This design comes from an exercise in tuning for small area, a short achievable clock period and few clock cycles per item on the open sky130 flow, not from production work.
Function was checked by simulation only, so behaviour that the tests miss may differ from the original.
Power is estimated from default activity; no workload was simulated.

File: flow/design.v
`timescale 1ns / 1ps
package bds_pkg;
  localparam logic [13:0] TolReset = 14'd200;
  localparam logic [15:0] DevNone  = 16'd55535;   
endpackage
`timescale 1ns / 1ps
`timescale 1ns / 1ps
module baud_divisor_search (
  input  logic        clk,
  input  logic        rst,
  input  logic        cfg_we,
  input  logic [13:0] cfg_wdata,
  input  logic        in_valid,
  output logic        in_stall,
  input  logic [24:0] periph_clock,
  input  logic [20:0] wanted_baud,
  output logic        out_valid,
  input  logic        out_stall,
  output logic [11:0] divisor_mantissa,
  output logic signed [3:0] divisor_exponent,
  output logic        double_speed,
  output logic [15:0] deviation,
  output logic        found
);
  typedef enum logic [3:0] {
    S_IDLE, S_QDIV, S_CAND, S_RDIV, S_DIFF, S_MUL, S_RAT, S_UPD, S_FIN, S_OUT
  } state_t;
  state_t      state;
  logic [13:0] tolerance;
  logic [20:0] want;
  logic [28:0] pj;        
  logic [29:0] qs;        
  logic        qz;        
  logic        neg_n;     
  logic        neg_d;     
  logic signed [4:0] j;
  logic        v_n, v_d;  
  logic [20:0] rem;
  logic [31:0] dq;
  logic [20:0] dvs;       
  logic [5:0]  cnt;
  logic        ok_n, ok_d;
  logic [15:0] dev_n, dev_d;
  logic [11:0] mant_n, mant_d;
  logic [3:0]  exp_n, exp_d;
  logic        dbl;
  logic [13:0] k;
  logic        k_hi;
  logic        brk;
  logic        pos_ok;
  logic [13:0] lim_n, lim_d;
  logic        cv_n, cv_d;
  always_comb begin
    k      = {1'b0, qs[13:1]} + {13'd0, qs[0]};
    k_hi   = |qs[29:14];
    brk    = (qs == 30'd0) || (qs == 30'd1 && qz);
    pos_ok = !brk && !k_hi && k <= 14'd4095;
    lim_n  = 14'd4094 + (14'd1 << (3'd4 - j[2:0]));
    lim_d  = 14'd4094 + (14'd1 << (3'd3 - j[2:0]));
    if (j >= 5'sd4) cv_n = pos_ok;
    else if (j >= -5'sd3) cv_n = neg_n && !k_hi && k <= lim_n;
    else cv_n = 1'b0;
    if (j >= 5'sd3) cv_d = pos_ok && (j <= 5'sd10);
    else cv_d = neg_d && !k_hi && k <= lim_d;
  end
  logic        in_bit;
  logic [20:0] dsr;
  logic [22:0] trial;
  logic        qbit;
  always_comb begin
    case (state)
      S_QDIV:  begin in_bit = (cnt != 6'd0) ? pj[28] : 1'b0; dsr = want; end
      S_RDIV:  begin in_bit = pj[28];  dsr = {8'd0, k[12:0]}; end
      default: begin in_bit = dq[31];  dsr = dvs; end
    endcase
    trial = {1'b0, rem, in_bit} - {2'b0, dsr};
    qbit  = !trial[22];
  end
  logic [21:0] r_minus_w;
  logic        r_lt_w;
  always_comb begin
    r_minus_w = dq[21:0] - {1'b0, want};
    r_lt_w    = r_minus_w[21];
  end
  logic [16:0] devc;
  logic        win_n, win_d;
  logic        tol_ok;
  always_comb begin
    devc  = dq[16:0];
    win_n = v_n && !devc[16] &&
            (devc[15:0] < dev_n || (devc[15:0] == dev_n && ok_n && exp_n[3]));
    win_d = v_d && !devc[16] &&
            (devc[15:0] < dev_d || (devc[15:0] == dev_d && ok_d && exp_d[3]));
    tol_ok = ok_n && ({2'b0, dev_n} <= {4'd0, tolerance});
  end
  logic [4:0] jn, jd;
  assign jn = j - 5'sd4;
  assign jd = j - 5'sd3;
  logic adv;   
  always_comb begin
    adv = (state == S_UPD) ||
          (state == S_DIFF && dq[21:0] == '0) ||
          (state == S_CAND && !(j >= 5'sd3 && brk) && !(cv_n || cv_d));
  end
  always_ff @(posedge clk) begin
    if (rst) begin
      state     <= S_IDLE;
      tolerance <= bds_pkg::TolReset;
      out_valid <= 1'b0;
    end else begin
      if (cfg_we) tolerance <= cfg_wdata;
      case (state)
        S_IDLE, S_OUT: begin
          if (state == S_OUT && !out_stall) begin
            out_valid <= 1'b0;
            state     <= S_IDLE;
          end
          if (in_valid && !in_stall) begin
            want   <= wanted_baud;
            pj     <= {periph_clock, 4'd0};
            ok_n   <= 1'b0;  ok_d   <= 1'b0;
            dev_n  <= bds_pkg::DevNone;  dev_d <= bds_pkg::DevNone;
            mant_n <= '0;    mant_d <= '0;
            exp_n  <= '0;    exp_d  <= '0;
            j      <= -5'sd4;
            rem    <= '0;
            cnt    <= 6'd29;
            state  <= (wanted_baud == '0) ? S_FIN : S_QDIV;
          end
        end
        S_QDIV: begin
          rem <= qbit ? trial[20:0] : {rem[19:0], in_bit};
          qs  <= {qs[28:0], qbit};
          if (cnt != 6'd0) pj <= {pj[27:0], pj[28]};
          cnt <= cnt - 6'd1;
          if (cnt == 6'd0) begin
            qz    <= qbit ? (trial[20:0] == '0) : ({rem[19:0], in_bit} == '0);
            neg_n <= |qs[28:8];
            neg_d <= |qs[28:7];
            state <= S_CAND;
          end
        end
        S_CAND: begin
          v_n <= cv_n;
          v_d <= cv_d;
          if (j >= 5'sd3 && brk) begin
            state <= S_FIN;
          end else if (cv_n || cv_d) begin
            rem   <= '0;
            cnt   <= 6'd28;
            state <= S_RDIV;
          end
        end
        S_RDIV: begin
          rem <= qbit ? trial[20:0] : {rem[19:0], in_bit};
          dq  <= {dq[30:0], qbit};
          pj  <= {pj[27:0], pj[28]};
          cnt <= cnt - 6'd1;
          if (cnt == 6'd0) state <= S_DIFF;
        end
        S_DIFF: begin
          if (dq[21:0] != '0) begin
            dq    <= {11'd0, r_lt_w ? (~r_minus_w[20:0] + 21'd1) : r_minus_w[20:0]};
            dvs   <= r_lt_w ? dq[20:0] : want;
            cnt   <= 6'd3;
            state <= S_MUL;
          end
        end
        S_MUL: begin
          if (cnt[5]) begin
            rem   <= {3'd0, dq[30:13]};
            dq    <= {dq[12:0], 4'd0, 15'd0};
            cnt   <= 6'd16;
            state <= S_RAT;
          end else begin
            dq  <= dq + {dq[29:0], 2'b0};
            cnt <= cnt - 6'd1;
          end
        end
        S_RAT: begin
          rem <= qbit ? trial[20:0] : {rem[19:0], in_bit};
          dq  <= {dq[30:0], qbit};
          cnt <= cnt - 6'd1;
          if (cnt == 6'd0) state <= S_UPD;
        end
        S_UPD: begin
          if (win_n) begin
            ok_n   <= 1'b1;
            dev_n  <= devc[15:0];
            exp_n  <= jn[3:0];
            mant_n <= (j >= 5'sd4) ? 12'(k - 14'd1) : 12'(k - (14'd1 << (3'd4 - j[2:0])));
          end
          if (win_d) begin
            ok_d   <= 1'b1;
            dev_d  <= devc[15:0];
            exp_d  <= jd[3:0];
            mant_d <= (j >= 5'sd3) ? 12'(k - 14'd1) : 12'(k - (14'd1 << (3'd3 - j[2:0])));
          end
        end
        S_FIN: begin
          state     <= S_OUT;
          out_valid <= 1'b1;
          dbl       <= 1'b0;
          if (!tol_ok && ok_d) begin
            dbl    <= 1'b1;
            dev_n  <= dev_d;
            mant_n <= mant_d;
            exp_n  <= exp_d;
          end else if (!ok_n) begin
            dev_n  <= '0;
          end
          ok_n <= ok_n || ok_d;
        end
        default: state <= S_IDLE;
      endcase
      if (adv) begin
        qs <= qs >> 1;
        qz <= qz && !qs[0];
        pj <= pj >> 1;
        j  <= j + 5'sd1;
        state <= (j == 5'sd11) ? S_FIN : S_CAND;
      end
    end
  end
  assign in_stall = !(state == S_IDLE || (state == S_OUT && !out_stall));
  assign divisor_mantissa = mant_n;
  assign divisor_exponent = exp_n;
  assign double_speed     = dbl;
  assign deviation        = dev_n;
  assign found            = ok_n;
endmodule
File: flow/constraint.sdc
create_clock -name core_clock -period 10.0 [get_ports {clk}]
set_input_delay 2.0000 -clock core_clock [delete_from_list [all_inputs] [get_ports {clk}]]
set_output_delay 2.0000 -clock core_clock [all_outputs]
set_load 0.01 [all_outputs]
File: flow/run.sh
#!/bin/bash
# synth_recipe.tcl (not shown) runs the flow's synth.tcl, then flattens the netlist and writes it again
# the make line also repeats each setting of config.mk as NAME=value (left out here)
make -C /OpenROAD-flow-scripts/flow DESIGN_CONFIG=/design/flow/config.mk WORK_HOME=/design/flow/orfs CLKGATE_MAP_FILE= SYNTH_SCRIPT=/design/flow/synth_recipe.tcl finish
File: flow/config.mk
export PLATFORM = sky130hd
export DESIGN_NAME = baud_divisor_search
export DESIGN_NICKNAME = baud_divisor_search
export VERILOG_FILES = /design/flow/design.v
export SDC_FILE = /design/flow/constraint.sdc
export NUM_CORES = 4
export LEC_CHECK = 0
export CAP_MARGIN = 20
export CORE_MARGIN = 2
export CORE_UTILIZATION = 40
export SLEW_MARGIN = 20
==> notes.md <==
==> state kept, by name, indices dropped and copies added, names as in the netlist, 4 cells and up <==
register,cells
mant_d,12
mant_n,12
exp_n,4
state,4
pj,29
j,5
dev_d,16
dvs,21
qs,30
rem,21
want,21
exp_d,4
cnt,6
dq,32
tolerance,14
dev_n,16
==> routing by layer <==
layer,part of all wire [%],GRT usage [%],vias to the layer above,wire length [µm]
met2,47,37.5,506,26400
met3,5.3,2.18,93,2990
li1,-,-,7706,-
met1,45,30.3,7741,25500
met5,0,0,-,0
met4,3.1,7.39,0,1770
==> power by group through the flow <==
stage | registers (W) | clock network (W) | logic (W)
3_3_place_gp | 0.00182 | 0 | 0.00255
3_5_place_dp | 0.00182 | 0 | 0.00260
5_1_grt | 0.00183 | 0.00134 | 0.00291
2_1_floorplan | 0.00172 | 0 | 0.00194
4_1_cts | 0.00180 | 0.00130 | 0.00261
6_report | 0.00181 | 0.00128 | 0.00263
==> cell type report <==
type	count	area (µm²)	area share [%]
well taps	615	769	3.46
flip-flops and latches	256	7500	33.8
multi-input cells	1560	11100	50.0
inverters	143	537	2.42
repair buffers	123	1170	5.28
clock buffers	32	779	3.51
clock inverters	24	359	1.62
==> logic make-up after synthesis <==
logic type | count (synthesis) | synth area share (%)
adders and majority gates | 194 | 12.8
muxes | 87 | 4.66
buffers and inverters | 220 | 4.62
and+or+nand+nor | 594 | 14.9
xor gates and xnor gates | 122 | 5.51
AOI/OAI and AO/OA | 563 | 18.9
DFF | 256 | 38.7
==> placed cells by master (no fill, tap or decap), types with 22 or more instances in the layout <==
master and count:
a21o_1 54, a21oi_1 120, a22oi_1 28, and2_1 22, buf_4 23, clkbuf_16 31, clkdlybuf4s50_1 100, edfxtp_1 237
ha_1 185, inv_1 139, mux2_2 27, mux2i_1 60, nand2_1 195, nand3_1 49, nor2_1 118, nor2b_1 26
nor3_1 36, nor4_1 26, o21ai_0 168, or3_1 24, xnor2_1 86, xor2_1 36
==> tightest hold or removal path, stage by stage (launching register included) <==
cell	delay [ns]
dfxtp_1	0.32
o31ai_1	0.06
a21oi_1	0.06
==> how the worst min path moves through the flow <==
stage            startpoint  slack, ns  depth (start not counted)      endpoint
2_1_floorplan  tolerance[3]       0.46                          2  tolerance[3]
3_3_place_gp      out_valid       0.46                          2     out_valid
3_5_place_dp      out_valid       0.48                          2     out_valid
4_1_cts           out_valid       0.49                          2     out_valid
5_1_grt           out_valid       0.50                          2     out_valid
6_report          out_valid       0.49                          2     out_valid
==> metrics by stage <==
stage	hold slack (ns)	cell area, µm²	setup WS, ns
after floorplan	0.459	19400	2.49
after global placement	0.465	21100	4.29
after detailed placement	0.479	21100	4.13
after CTS	0.487	22200	4.11
after global routing	0.501	22200	4.02
final	0.486	22200	4.38
==> flow_summary.ini <==
[pwr]
pwr_density_cell_nw_per_um2 = 257
power.share.switching_pct = 40.1
power.ir.vdd_worst_uv = 150
pwr-share-clk_pct = 22.4
power_frac_comb_pct = 46.0
internal_power_w = 0.00342
sequentialPowerShare_pct = 31.6
power.static_leakage_nw = 8.74
p_sw_w = 0.00229
total_power_w = 0.00571

[logic_synthesis]
synthFlopType = edfxtp_1
number_of_library_cell_types_mapped_by_synthesis = 86
synth.most_common_cell = edfxtp_1
postSynth.asyncResetShare_pct = 0
post_synthesis_cell_area_um2 = 19400
synthTopCellsByCount = edfxtp_1 (237), nand2_1 (196), ha_1 (185), o21ai_0 (168), inv_1 (139)
ys_warn_count = 1
ys_seq_elements = 256
synth_enable_flop_cells = 237
synth.largest_area_cell = edfxtp_1
post_synth_inst_count = 2036
avgSynthCellArea_um2 = 9.53
postSynthNetCount = 2293
synthTopCellsByArea = edfxtp_1 (37%), ha_1 (12%), o21ai_0 (4.3%)
netlist.area_leader.share_pct = 36.7
synth_seq_area_share_pct = 38.7

[global_routing]
global_route.usage.total_pct = 22.4
grt.overflow.total = 0
grt_pass1_wl_um = 89100
largest_net_degree_at_the_start_of_global_routing = 91
antenna_found_initial = 0
grt_pass1_vias = 15800

[cells_and_area]
area_delta_synth_final_pct = 14.5
n_fill_cell = 4521
final_net_count = 2372
drive_above_1_share_pct = 6.50
layout.cells.non_filler = 2753
finalCoreUtilization_pct = 46.4
insertedDiodeCount = 0

[setup_path]
rr_endpoint = rem[20]
timing.critical_path.required_ns = 10.34
worstPathArrival_ns = 5.96
timing.critical_path.from = state[0]
critPathMaxFanout = 28
cp-end-kind = flop
cpLargestDelayFamily = compound AO/OA/AOI/OAI gates
cp_num_cells = 16
cp_slowest_stage_delay_ns = 0.92
timing.critical_path.from_type = flop
crit-reg2reg-launch = state[0]
crit_chain = nor2b_1 -> and2_1 -> nand3_1 -> o221a_2 -> ha_1 -> fa_1 -> nand2b_1 -> a21oi_1 -> o2111a_1 -> o21bai_1 -> a21oi_1 -> o31a_1 -> mux2i_1 -> a2111oi_0 -> o21ai_0 -> and2_1
rrSetupSlack_ns = 4.38
critical_path.slowest_cell = dfxtp_1
reg2regPathDepth = 16
crit_path_end = rem[20]
worstSetupPathType = reg2reg
path_buf_inv = 0

[drt]
via_per_inst = 5.83
route.detailed.drc = 0
drt_iter0_markers = 1238
via_count = 16000
antenna_violating_nets_post_route = 0
drt_pre_antenna_iters = 5
wl_per_cell_um = 20.6
drt-total-wl_um = 56600

[clock_network]
cts-htree-levels = 1
cts_buffer_depth = 3
cts_post_setup_buffers_inserted = 0
post_cts_hold_buffer_count = 0
numClockSinks = 256
ctsRootBufferMaster = clkbuf_16
cts_tree = done
clk_pin_slew_worst_paths_ns = 0.06
cts_repair_resize_count = 0
cts_made_buffers = 31
clkLatencyLatePin_ns = 0.58

[hold_path]
hold_path_class = reg2reg

[sta]
period_minus_slack_ns = 5.62
final-setup-viol-count = 0
worstMarginPinSlew_ns = 1.06
finalMaxSlewViolations = 0
timing.final.crit_share_pct = 56.2
fin_skew_ns = 0.0105
max_freq_mhz = 178
rsz_0062_raised_after_global_routing = no
timing.final.hold_violations = 0
relSlewSlack_pct = 29.2
summed_negative_setup_slack_over_all_endpoints_ns = 0

[floorplanning]
dieHeight_um = 224
floorplan.die_area_um2 = 50300
placement_rows = 80
core_area_um2 = 47800
die_boundary_width_um = 224
floorplan.initialDensity_pct = 40.5
io-pin-count = 101

[placed_design]
port_buffers = 100
post-place-cells = 2697
dp_hpwl_um = 42600
routabilityCongestion = 0.940

[outcome]
outcome = complete, no violations

[job]
maxCapViolCount = 0
Testbench counts, summed over its fixed seeds: cycles 177,930, items 288.

afterwards: timing with drivers on the ports:
No port has a modelled driver above. Below, the same layout with a new extraction and two added sets of constraints.
Step 1 (the two cells are an assumption about what drives the block):
set clk [get_ports {clk}]
set_driving_cell -lib_cell sky130_fd_sc_hd__clkbuf_16 $clk
set_driving_cell -lib_cell sky130_fd_sc_hd__buf_2 [delete_from_list [all_inputs] $clk]
Step 2 adds t to the input delays and takes it off the output delays; t is the mean of the earliest and latest rising clock arrival at the registers after step 1. Input paths then give back, and output paths get back, about the clock's delay inside the block.
Three values: ideal, step 1, step 2; two values: the first two.
t (ns): 0.631
setup slack, ns: 4.378 / 4.378 / 4.378
worst data-port slew with drivers (ns): 0.06
After both steps setup and hold are still met in this run. For this run, drivers alone change the setup slack by 0.000 ns; drivers and shift together by 0.000 ns.
